Source: an optimization exercise on an open RTL-to-GDS flow (aim: small area and a short achievable clock period). Production flows keep margins and buffers that such runs may drop. RTL that was checked went through simulation tests only; none was proved equivalent to the original. Power is estimated from default activity; no workload was simulated.

==> build 56 <==
==> flow/design.v <==
module spi_ram_ctrl (
  input  logic       clk,
  input  logic       rst_n,
  input  logic [9:0] din,
  input  logic       rx_valid,
  output logic [7:0] dout,
  output logic       tx_valid,
  output logic       cmd_err
);
  logic        rx_valid_q;
  logic        accept;
  logic [1:0]  opcode;
  logic        wr_addr_vld;
  logic        rd_armed;
  logic [7:0]  wr_addr;
  logic [15:0] rd_lo;
  logic [15:0] rd_hi;
  logic        wr_go;
  logic        rd_fire;
  logic        we_q;
  logic [15:0] we_hi_q;
  logic [15:0] we_lo_q;
  logic [7:0]  wdata_q;
  logic        hit_q;
  logic [7:0]  mem [256];
  logic [7:0]  p   [16];
  logic [7:0]  rd_data;
  assign accept  = rx_valid & ~rx_valid_q;
  assign opcode  = din[9:8];
  assign wr_go   = accept & (opcode == 2'b01) & wr_addr_vld;
  assign rd_fire = accept & (opcode == 2'b11) & rd_armed;
  always_comb begin
    rd_data = '0;
    for (int k = 0; k < 16; k++) rd_data = rd_data | (p[k] & {8{rd_hi[k]}});
  end
  always_ff @(posedge clk or negedge rst_n) begin
    if (!rst_n) begin
      rx_valid_q  <= 1'b0;
      wr_addr_vld <= 1'b0;
      rd_armed    <= 1'b0;
      cmd_err     <= 1'b0;
      tx_valid    <= 1'b0;
      dout        <= '0;
    end else begin
      rx_valid_q <= rx_valid;
      cmd_err    <= accept & (((opcode == 2'b01) & ~wr_addr_vld) |
                              ((opcode == 2'b11) & ~rd_armed));
      if (accept) begin
        tx_valid <= (opcode == 2'b11) & rd_armed;
        case (opcode)
          2'b00:   wr_addr_vld <= 1'b1;
          2'b10:   rd_armed    <= 1'b1;
          2'b11:   rd_armed    <= 1'b0;
          default: ;
        endcase
      end
      if (rd_fire) begin
        dout <= hit_q ? wdata_q : rd_data;
      end
    end
  end
  always_ff @(posedge clk) begin
    if (accept & (opcode == 2'b00)) wr_addr <= din[7:0];
    if (accept & (opcode == 2'b10)) begin
      for (int j = 0; j < 16; j++) begin
        rd_lo[j] <= (din[3:0] == 4'(j));
        rd_hi[j] <= (din[7:4] == 4'(j));
      end
    end
    if (accept) wdata_q <= din[7:0];
    we_q <= wr_go;
    for (int j = 0; j < 16; j++) begin
      we_hi_q[j] <= wr_go & (wr_addr[7:4] == 4'(j));
      we_lo_q[j] <= (wr_addr[3:0] == 4'(j));
    end
    hit_q <= we_q & rd_lo[wr_addr[3:0]] & rd_hi[wr_addr[7:4]];
  end
  always_ff @(posedge clk) begin
    for (int r = 0; r < 256; r++) begin
      if (we_hi_q[r / 16] & we_lo_q[r % 16]) mem[r] <= wdata_q;
    end
  end
  always_ff @(posedge clk) begin
    for (int k = 0; k < 16; k++) begin
      logic [7:0] acc;
      acc = '0;
      for (int j = 0; j < 16; j++) acc = acc | (mem[16*k + j] & {8{rd_lo[j]}});
      p[k] <= acc;
    end
  end
endmodule
==> flow/run.sh <==
#!/bin/bash
# synth_recipe.tcl (not shown) runs the flow's synth.tcl, then flattens the netlist and writes it again
# the make line also repeats each setting of config.mk as NAME=value (left out here)
make -C /OpenROAD-flow-scripts/flow DESIGN_CONFIG=/design/flow/config.mk WORK_HOME=/design/flow/orfs CLKGATE_MAP_FILE= SYNTH_SCRIPT=/design/flow/synth_recipe.tcl finish
==> flow/config.mk <==
export PLATFORM = sky130hd
export DESIGN_NAME = spi_ram_ctrl
export DESIGN_NICKNAME = spi_ram_ctrl
export VERILOG_FILES = /design/flow/design.v
export SDC_FILE = /design/flow/constraint.sdc
export NUM_CORES = 4
export LEC_CHECK = 0
export CAP_MARGIN = 20
export CORE_MARGIN = 2
export CORE_UTILIZATION = 75
export CTS_CLUSTER_DIAMETER = 100
export CTS_CLUSTER_SIZE = 30
export SETUP_SLACK_MARGIN = 2.7
export SLEW_MARGIN = 20
==> flow/constraint.sdc <==
create_clock -name core_clock -period 5.0 [get_ports {clk}]
set_input_delay 1.0000 -clock core_clock [delete_from_list [all_inputs] [get_ports {clk}]]
set_output_delay 1.0000 -clock core_clock [all_outputs]
set_load 0.01 [all_outputs]
==> build 69 (differences from build 56) <==
--- a/flow/design.v
+++ b/flow/design.v
@@ -16,3 +16,4 @@
   logic [15:0] rd_lo;
-  logic [15:0] rd_hi;
+  logic [3:0]  rd_mid;
+  logic [3:0]  rd_top;
   logic        wr_go;
@@ -20,4 +21,4 @@
   logic        we_q;
-  logic [15:0] we_hi_q;
-  logic [15:0] we_lo_q;
+  logic [15:0] we_hi_n;
+  logic [15:0] we_lo_n;
   logic [7:0]  wdata_q;
@@ -25,3 +26,3 @@
   logic [7:0]  mem [256];
-  logic [7:0]  p   [16];
+  logic [7:0]  p   [4];
   logic [7:0]  rd_data;
@@ -33,3 +34,3 @@
     rd_data = '0;
-    for (int k = 0; k < 16; k++) rd_data = rd_data | (p[k] & {8{rd_hi[k]}});
+    for (int k = 0; k < 4; k++) rd_data = rd_data | (p[k] & {8{rd_top[k]}});
   end
@@ -64,5 +65,6 @@
     if (accept & (opcode == 2'b10)) begin
-      for (int j = 0; j < 16; j++) begin
-        rd_lo[j] <= (din[3:0] == 4'(j));
-        rd_hi[j] <= (din[7:4] == 4'(j));
+      for (int j = 0; j < 16; j++) rd_lo[j] <= (din[3:0] == 4'(j));
+      for (int j = 0; j < 4; j++) begin
+        rd_mid[j] <= (din[5:4] == 2'(j));
+        rd_top[j] <= (din[7:6] == 2'(j));
       end
@@ -72,6 +74,6 @@
     for (int j = 0; j < 16; j++) begin
-      we_hi_q[j] <= wr_go & (wr_addr[7:4] == 4'(j));
-      we_lo_q[j] <= (wr_addr[3:0] == 4'(j));
+      we_hi_n[j] <= ~(wr_go & (wr_addr[7:4] == 4'(j)));
+      we_lo_n[j] <= ~(wr_addr[3:0] == 4'(j));
     end
-    hit_q <= we_q & rd_lo[wr_addr[3:0]] & rd_hi[wr_addr[7:4]];
+    hit_q <= we_q & rd_lo[wr_addr[3:0]] & rd_mid[wr_addr[5:4]] & rd_top[wr_addr[7:6]];
   end
@@ -79,3 +81,3 @@
     for (int r = 0; r < 256; r++) begin
-      if (we_hi_q[r / 16] & we_lo_q[r % 16]) mem[r] <= wdata_q;
+      if (!(we_hi_n[r / 16] | we_lo_n[r % 16])) mem[r] <= wdata_q;
     end
@@ -83,6 +85,11 @@
   always_ff @(posedge clk) begin
-    for (int k = 0; k < 16; k++) begin
+    for (int k = 0; k < 4; k++) begin
       logic [7:0] acc;
       acc = '0;
-      for (int j = 0; j < 16; j++) acc = acc | (mem[16*k + j] & {8{rd_lo[j]}});
+      for (int m = 0; m < 4; m++) begin
+        logic [7:0] sub;
+        sub = '0;
+        for (int j = 0; j < 16; j++) sub = sub | (mem[64*k + 16*m + j] & {8{rd_lo[j]}});
+        acc = acc | (sub & {8{rd_mid[m]}});
+      end
       p[k] <= acc;
- CORE_UTILIZATION: 75 -> 65
- CTS_CLUSTER_SIZE: 30 -> 25
- SETUP_SLACK_MARGIN: 2.7 -> 3.0
==> trial 67 (differences from build 56) <==
--- a/flow/design.v
+++ b/flow/design.v
@@ -20,4 +20,4 @@
   logic        we_q;
-  logic [15:0] we_hi_q;
-  logic [15:0] we_lo_q;
+  logic [15:0] we_hi_n;
+  logic [15:0] we_lo_n;
   logic [7:0]  wdata_q;
@@ -72,4 +72,4 @@
     for (int j = 0; j < 16; j++) begin
-      we_hi_q[j] <= wr_go & (wr_addr[7:4] == 4'(j));
-      we_lo_q[j] <= (wr_addr[3:0] == 4'(j));
+      we_hi_n[j] <= ~(wr_go & (wr_addr[7:4] == 4'(j)));
+      we_lo_n[j] <= ~(wr_addr[3:0] == 4'(j));
     end
@@ -79,3 +79,3 @@
     for (int r = 0; r < 256; r++) begin
-      if (we_hi_q[r / 16] & we_lo_q[r % 16]) mem[r] <= wdata_q;
+      if (!(we_hi_n[r / 16] | we_lo_n[r % 16])) mem[r] <= wdata_q;
     end
- CORE_UTILIZATION: 75 -> 65
- GPL_ROUTABILITY_DRIVEN: unset -> 0
- SETUP_SLACK_MARGIN: 2.7 -> 2.9
==> run summary <==
| metric | trial 67 | build 69 | build 56 |
|---|---|---|---|
| Outcome | timing/DRC/antenna clean | timing/DRC/antenna clean | timing/DRC/antenna clean |
| Worst reg-to-reg setup slack | 2.72 ns | 2.50 ns | 2.61 ns |
| Max Clock Freq | 426 MHz | 400 MHz | 412 MHz |
| Sequential cells | 2271 | 2167 | 2271 |
| Met3 layer wire length in the routed design | 27900 µm | 34600 µm | 33300 µm |
| Worst setup skew after layout | 0.0324 ns | 0.0273 ns | 0.0233 ns |
| Pin count of the biggest net entering global routing | 225 | 212 | 258 |
| Routability cong. | - | 0.869 | 1.00 |
| Fraction of final layout cells with drive strength greater than 1 | 0.0819 | 0.167 | 0.0543 |
| Dpl cell area | 0.0820 mm² | 0.0797 mm² | 0.0822 mm² |
| Critical path capture point | dout[3] | p[3][1] | tx_valid |
| Endpoint arrival time on the critical path | 1.34 ns | 3.11 ns | 1.42 ns |
| Top cell type's share of synthesized area | 0.786 | 0.805 | 0.781 |
| P_clk | 8.75 mW | 9.17 mW | 8.71 mW |
| Part of the power in combinational logic | 0.017 | 0.021 | 0.017 |
| Number of global-route vias before repair | 41900 | 42100 | 42300 |
| Proportion of cell area spent on the clock network | 0.0286 | 0.0324 | 0.0291 |
Only the layout flow was run in build 69; the RTL was not checked for function there.

[re-timing with driven ports]
No port has a modelled driver above. Below, the same layouts with a new extraction and two added sets of constraints. Step 1: set_driving_cell puts a clkbuf_16 on clk and a buf_2 on each other input, an assumption about the parent block. Step 2, shift: input delay + t, output delay - t, t = (earliest + latest rising clock arrival at the registers) / 2. This alone moves slack from input paths to output paths. Three values: no drivers, after step 1, after step 2; two values: the first two.
run | t (ns) | slack for setup (ns) | worst setup path at the end | slew at the worst register clock pin (ns) | pins driven straight from the clock port
build 56 | 0.782 | 2.575 / 2.505 / 1.953 | input to register | 0.12 / 0.12 | 1
build 69 | 0.811 | 2.498 / 2.498 / 2.211 | input to register | 0.10 / 0.10 | 1
trial 67 | 0.786 | 2.655 / 2.578 / 2.200 | input to register | 0.12 / 0.12 | 1
After both steps setup and hold are still met in every run listed. For build 56, which loses most, drivers alone change the setup slack by -0.070 ns; drivers and shift together by -0.622 ns.
